Background: an optimization exercise with open tools, aiming at small area. Do not read the settings as production practice. Only simulation tests tie the RTL to the original design; equivalence was not proved. Power figures rest on the tool's default switching activity, not on a simulated workload.

==> flow/design.v <==
`timescale 1ns/1ps
module fu_fifo #(
    parameter int unsigned W = (4 + 6 + 2 * 64)
)(
    input  logic          clk,
    input  logic          reset,
    input  logic          wr_i,
    input  logic [W-1:0]  pkt_i,
    output logic          full_o,
    input  logic          rd_en_i,
    output logic [W-1:0]  pkt_o,
    output logic          empty_o
);
    logic [W-1:0] mem [4];
    logic [3:0]   hp_q;
    logic [1:0]   tp_q;
    logic [2:0]   cnt_q;
    logic         rd;
    assign empty_o = (cnt_q == 3'd0);
    assign full_o  = cnt_q[2];
    assign rd      = rd_en_i && !empty_o;
    always_ff @(posedge clk or posedge reset) begin
        if (reset) begin
            hp_q  <= 4'b0001;
            tp_q  <= '0;
            cnt_q <= '0;
        end else begin
            if (rd)   hp_q <= {hp_q[2:0], hp_q[3]};
            if (wr_i) tp_q <= tp_q + 2'd1;
            case ({wr_i, rd})
                2'b10:   cnt_q <= cnt_q + 3'd1;
                2'b01:   cnt_q <= cnt_q - 3'd1;
                default: cnt_q <= cnt_q;
            endcase
        end
    end
    always_ff @(posedge clk) begin
        if (wr_i) mem[tp_q] <= pkt_i;
    end
    assign pkt_o = ({W{hp_q[0]}} & mem[0]) | ({W{hp_q[1]}} & mem[1])
                 | ({W{hp_q[2]}} & mem[2]) | ({W{hp_q[3]}} & mem[3]);
endmodule
`timescale 1ns/1ps
module fu_fifo_bank (
    input  logic                                 clk,
    input  logic                                 reset,
    input  logic [2*(4 + 6 + 2 * 64)-1:0]    issue_pkt_i,
    input  logic [6-1:0]                   fu_sel0_i,
    input  logic [6-1:0]                   fu_sel1_i,
    output logic [6-1:0]                   fu_full_o,
    input  logic [6-1:0]                   fu_rd_en_i,
    output logic [6*(4 + 6 + 2 * 64)-1:0]         fu_pkt_o,
    output logic [6-1:0]                   fu_empty_o
);
    localparam int PB = (4 + 6 + 2 * 64);
    localparam int LB = PB - 4;
    logic [PB-1:0] slot0, slot1;
    assign slot0 = issue_pkt_i[0 +: PB];
    assign slot1 = issue_pkt_i[PB +: PB];
    for (genvar u = 0; u < 3; u++) begin : g_alu
        logic [PB-1:0] wpkt;
        assign wpkt = ({PB{fu_sel0_i[u]}} & slot0) | ({PB{fu_sel1_i[u]}} & slot1);
        fu_fifo #(.W(PB)) i_fu_fifo (
            .clk     (clk),
            .reset   (reset),
            .wr_i    (fu_sel0_i[u] | fu_sel1_i[u]),
            .pkt_i   (wpkt),
            .full_o  (fu_full_o[u]),
            .rd_en_i (fu_rd_en_i[u]),
            .pkt_o   (fu_pkt_o[u*PB +: PB]),
            .empty_o (fu_empty_o[u])
        );
    end
    for (genvar u = 3; u < 5; u++) begin : g_fixed
        logic [LB-1:0] wpkt;
        assign wpkt = ({LB{fu_sel0_i[u]}} & slot0[LB-1:0]) | ({LB{fu_sel1_i[u]}} & slot1[LB-1:0]);
        fu_fifo #(.W(LB)) i_fu_fifo (
            .clk     (clk),
            .reset   (reset),
            .wr_i    (fu_sel0_i[u] | fu_sel1_i[u]),
            .pkt_i   (wpkt),
            .full_o  (fu_full_o[u]),
            .rd_en_i (fu_rd_en_i[u]),
            .pkt_o   (fu_pkt_o[u*PB +: LB]),
            .empty_o (fu_empty_o[u])
        );
        assign fu_pkt_o[u*PB + LB +: 4] = (u == 3) ? 4'd6 : 4'd7;
    end
    begin : g_br
        localparam int u = 5;
        logic [LB:0] wpkt, rpkt;
        assign wpkt = ({(LB+1){fu_sel0_i[u]}} & slot0[LB:0]) | ({(LB+1){fu_sel1_i[u]}} & slot1[LB:0]);
        fu_fifo #(.W(LB+1)) i_fu_fifo (
            .clk     (clk),
            .reset   (reset),
            .wr_i    (fu_sel0_i[u] | fu_sel1_i[u]),
            .pkt_i   (wpkt),
            .full_o  (fu_full_o[u]),
            .rd_en_i (fu_rd_en_i[u]),
            .pkt_o   (rpkt),
            .empty_o (fu_empty_o[u])
        );
        assign fu_pkt_o[u*PB +: PB] = {3'b100, rpkt};
    end
endmodule
`timescale 1ns/1ps
module issue_dispatch (
    input  logic                                 clk,
    input  logic                                 reset,
    input  logic [2-1:0]              issue_valid_i,
    input  logic [2*(4 + 6 + 2 * 64)-1:0]    issue_pkt_i,
    input  logic [6-1:0]                   fu_full_i,
    output logic [6-1:0]                   fu_sel0_o,
    output logic [6-1:0]                   fu_sel1_o,
    output logic                                 stall_o
);
    localparam logic [3:0] OP_MUL = 4'd6;
    localparam logic [3:0] OP_LD  = 4'd7;
    localparam logic [3:0] OP_BEQ = 4'd8;
    localparam logic [3:0] OP_BNE = 4'd9;
    localparam int ALU0    = 0;
    localparam int ALU1    = 1;
    localparam int ALU2    = 2;
    localparam int MUL0    = 3;
    localparam int LOAD0   = 4;
    localparam int BRANCH0 = 5;
    logic [6-1:0]            slot_cand  [2];
    logic [3:0]                    slot_op    [2];
    logic [2-1:0]       pending;
    logic [2-1:0]       accepted;
    logic [2-1:0]       done_q, done_d;
    logic [6-1:0]            free_ok;
    logic [6-1:0]            sel [2];
    logic [6-1:0]            taken;
    always_comb begin
        for (int s = 0; s < 2; s++) begin
            slot_op[s]   = issue_pkt_i[s*(4 + 6 + 2 * 64) + (4 + 6 + 2 * 64) - 4 +: 4];
            slot_cand[s] = '0;
            case (slot_op[s])
                OP_MUL:         slot_cand[s][MUL0]    = 1'b1;
                OP_LD:          slot_cand[s][LOAD0]   = 1'b1;
                OP_BEQ, OP_BNE: slot_cand[s][BRANCH0] = 1'b1;
                default: begin
                    slot_cand[s][ALU0] = 1'b1;
                    slot_cand[s][ALU1] = 1'b1;
                    slot_cand[s][ALU2] = 1'b1;
                end
            endcase
        end
    end
    assign pending = issue_valid_i & ~done_q;
    assign free_ok = ~fu_full_i;
    always_comb begin
        taken    = '0;
        accepted = '0;
        for (int s = 0; s < 2; s++) begin
            sel[s] = '0;
            for (int q = 0; q < 6; q++) begin
                if (pending[s] && !accepted[s] && slot_cand[s][q] &&
                    free_ok[q] && !taken[q]) begin
                    sel[s][q]   = 1'b1;
                    taken[q]    = 1'b1;
                    accepted[s] = 1'b1;
                end
            end
        end
    end
    assign fu_sel0_o = sel[0];
    assign fu_sel1_o = sel[1];
    assign stall_o = |(pending & ~accepted);
    assign done_d = stall_o ? (done_q | accepted) : '0;
    always_ff @(posedge clk or posedge reset) begin
        if (reset) begin
            done_q <= '0;
        end else begin
            done_q <= done_d;
        end
    end
endmodule
`timescale 1ns/1ps
module issue_stage_top (
    input  logic                                 clk,
    input  logic                                 reset,
    input  logic [2-1:0]              issue_valid_i,
    input  logic [2*(4 + 6 + 2 * 64)-1:0]    issue_pkt_i,
    output logic                                 stall_o,
    input  logic [6-1:0]                   fu_rd_en_i,
    output logic [6*(4 + 6 + 2 * 64)-1:0]         fu_pkt_o,
    output logic [6-1:0]                   fu_empty_o
);
    logic [6-1:0] fu_sel0, fu_sel1, fu_full;
    issue_dispatch i_issue_dispatch (
        .clk           (clk),
        .reset         (reset),
        .issue_valid_i (issue_valid_i),
        .issue_pkt_i   (issue_pkt_i),
        .fu_full_i     (fu_full),
        .fu_sel0_o     (fu_sel0),
        .fu_sel1_o     (fu_sel1),
        .stall_o       (stall_o)
    );
    fu_fifo_bank i_fu_fifo_bank (
        .clk         (clk),
        .reset       (reset),
        .issue_pkt_i (issue_pkt_i),
        .fu_sel0_i   (fu_sel0),
        .fu_sel1_i   (fu_sel1),
        .fu_full_o   (fu_full),
        .fu_rd_en_i  (fu_rd_en_i),
        .fu_pkt_o    (fu_pkt_o),
        .fu_empty_o  (fu_empty_o)
    );
endmodule
clock: 5.5 ns
lec_check: 0
cap_margin: 20
core_margin: 2
core_utilization: 40
cts_buf_list: sky130_fd_sc_hd__clkbuf_4
cts_cluster_size: 16
slew_margin: 20
run.sh (not shown) runs the stock make flow with config.mk's settings and CLKGATE_MAP_FILE= SYNTH_SCRIPT=/design/flow/synth_recipe.tcl, a recipe that flattens the netlist after the stock synthesis.
The first run reached the layout checks and failed them: setup timing.
==> next run, changes <==
- CORE_UTILIZATION: 40 -> 55
- CTS_BUF_LIST: sky130_fd_sc_hd__clkbuf_4 -> sky130_fd_sc_hd__clkbuf_8
- CTS_CLUSTER_SIZE: 16 -> unset
- PLACE_DENSITY: unset -> 0.65
- SETUP_SLACK_MARGIN: unset -> 0.2
The new run passed the timing, design-rule and antenna checks.
Final area fell by a few percent.
Synthesized area does not change.
Worst hold slack improved by 0.14 ns.
Core utilization goes up by 17 points.
Worst setup slack gets better by 0.30 ns.
Routed wire length decreases by a few percent.
Non-clock buffer count decreases by 94.
Global-route usage grows by 8.7 points.
Count of clock-buffer cells in the layout drops by 625.
Die area is lower by a quarter to a third.

* * *

issue_stage_top, a different RTL version from the one above (not shown whole).
For scale: ~11000 cells after synthesis, about 3300 flip-flops, about 1100 I/O pins, ~110000 um^2 of cells after synthesis.
clock: 5.5 ns
lec_check: 0
cap_margin: 10
core_margin: 2
core_utilization: 55
gpl_routability_driven: 0
place_density: 0.66
slew_margin: 10
standard.sh (not shown) runs the stock make flow with config.mk's settings and CLKGATE_MAP_FILE= SYNTH_SCRIPT=/design/flow/synth_recipe.tcl, a recipe that flattens the netlist after the stock synthesis.
==> flow/flow/run.sh <==
#!/bin/bash
# Own layout flow: the standard ORFS flow with three changes:
#  - synthesis is synth_recipe.tcl with only the ABC mapping script swapped
#    for an area-oriented one (flow/area.script); registers are untouched
#  - port buffers use the smallest buffer cell
#  - clock tree built from small clock buffers, without dummy loads
# Every tool's output goes to a log file in this folder.
set -euo pipefail
W=$PWD
F=$W/flow

# Synthesis script: the standard flow's, sourcing ORFS's synth.tcl with the abc call
# pointed at our script
sed "s#log_cmd abc {\*}\$abc_args#set abc_args [lreplace \$abc_args 1 1 $F/area.script]\n  log_cmd abc {*}\$abc_args#" \
    "$FLOW_HOME/scripts/synth.tcl" > "$W/own_synth_core.tcl"
grep -q "area.script" "$W/own_synth_core.tcl"
sed "s#\$::env(SCRIPTS_DIR)/synth.tcl#$W/own_synth_core.tcl#" "$W/synth_recipe.tcl" > "$W/own_synth.tcl"
grep -q "own_synth_core.tcl" "$W/own_synth.tcl"

ARGS=(
  "SYNTH_SCRIPT=$W/own_synth.tcl"
  "BUFFER_PORTS_ARGS=-buffer_cell sky130_fd_sc_hd__buf_1"
)
if [[ -f $F/cts_args ]]; then
  ARGS+=("CTS_ARGS=$(cat $F/cts_args)")
fi

bash "$W/standard.sh" "${ARGS[@]}" finish > "$W/own_flow_make.log" 2>&1
==> flow/flow/area.script <==
strash
dch -f
dch -f
&get -n
&dch -f
&nf -p -R 1000
&put
topo
stime -c
==> flow/flow/cts_args <==
-sink_clustering_enable -repair_clock_nets -dont_use_dummy_load -buf_list {sky130_fd_sc_hd__clkbuf_16} -sink_clustering_size 26 -sink_clustering_max_diameter 90
The baseline ran to the end with no violations.
Rerun with:
CORE_UTILIZATION = 50   (was 55)
GPL_ROUTABILITY_DRIVEN = default   (was 0)
PLACE_DENSITY = 0.62   (was 0.66)
What happened:
- The new run went through all stages and came out clean
- power is about the same
- core utilization came out lower by 5.4 points
- sequential share of layout area came out lower by 0.37 points
- combinational power barely changes
- die area came out higher by 9.9%
- area after synthesis is unchanged
Rerun with:
CORE_UTILIZATION = 60   (was 50)
GPL_ROUTABILITY_DRIVEN = 0   (was default)
PLACE_DENSITY = 0.7   (was 0.62)
After rerunning: The new run went through all stages and came out clean; worst setup slack got worse by 190 ps; core utilization grows by 11 points; sequential cell count does not change; clock-buffer cell count shrinks by 1; sequential power barely changes; worst hold slack got worse by 25 ps.

-- separate check: timing with driven ports --
In the flow no input, the clock included, has a driving cell. The finished layouts below were timed again as built, in two steps.
Step 1 sets driving cells, clkbuf_16 on the clock port and buf_2 on the other inputs (assumed; they add their load-dependent delay and slew).
Step 2, shift: input delay + t, output delay - t, t = (earliest + latest rising clock arrival at the registers) / 2. This alone moves slack from input paths to output paths.
Three values: no drivers, after step 1, after step 2; two values: the first two.
run	t, ns	slack for setup (ns)	latest minus earliest clock arrival (ns)	worst data-port slew with drivers (ns)	cell pins on the clock port's net
the first run of note 1	1.669	-0.008 / -0.041 / -0.041	0.168 / 0.168	0.13	1
the second run of note 1	1.146	0.296 / 0.196 / 0.196	0.066 / 0.066	0.14	1
the first run of note 2	0.940	0.655 / 0.632 / 0.325	0.069 / 0.069	0.08	1
the second run of note 2	0.934	0.823 / 0.823 / 0.639	0.056 / 0.056	0.21	1
the third run of note 2	0.958	0.637 / 0.637 / 0.629	0.079 / 0.079	0.15	1
The setup slack of the first run of note 2, which loses most, moves by -0.023 ns with the drivers and by -0.330 ns with both steps.
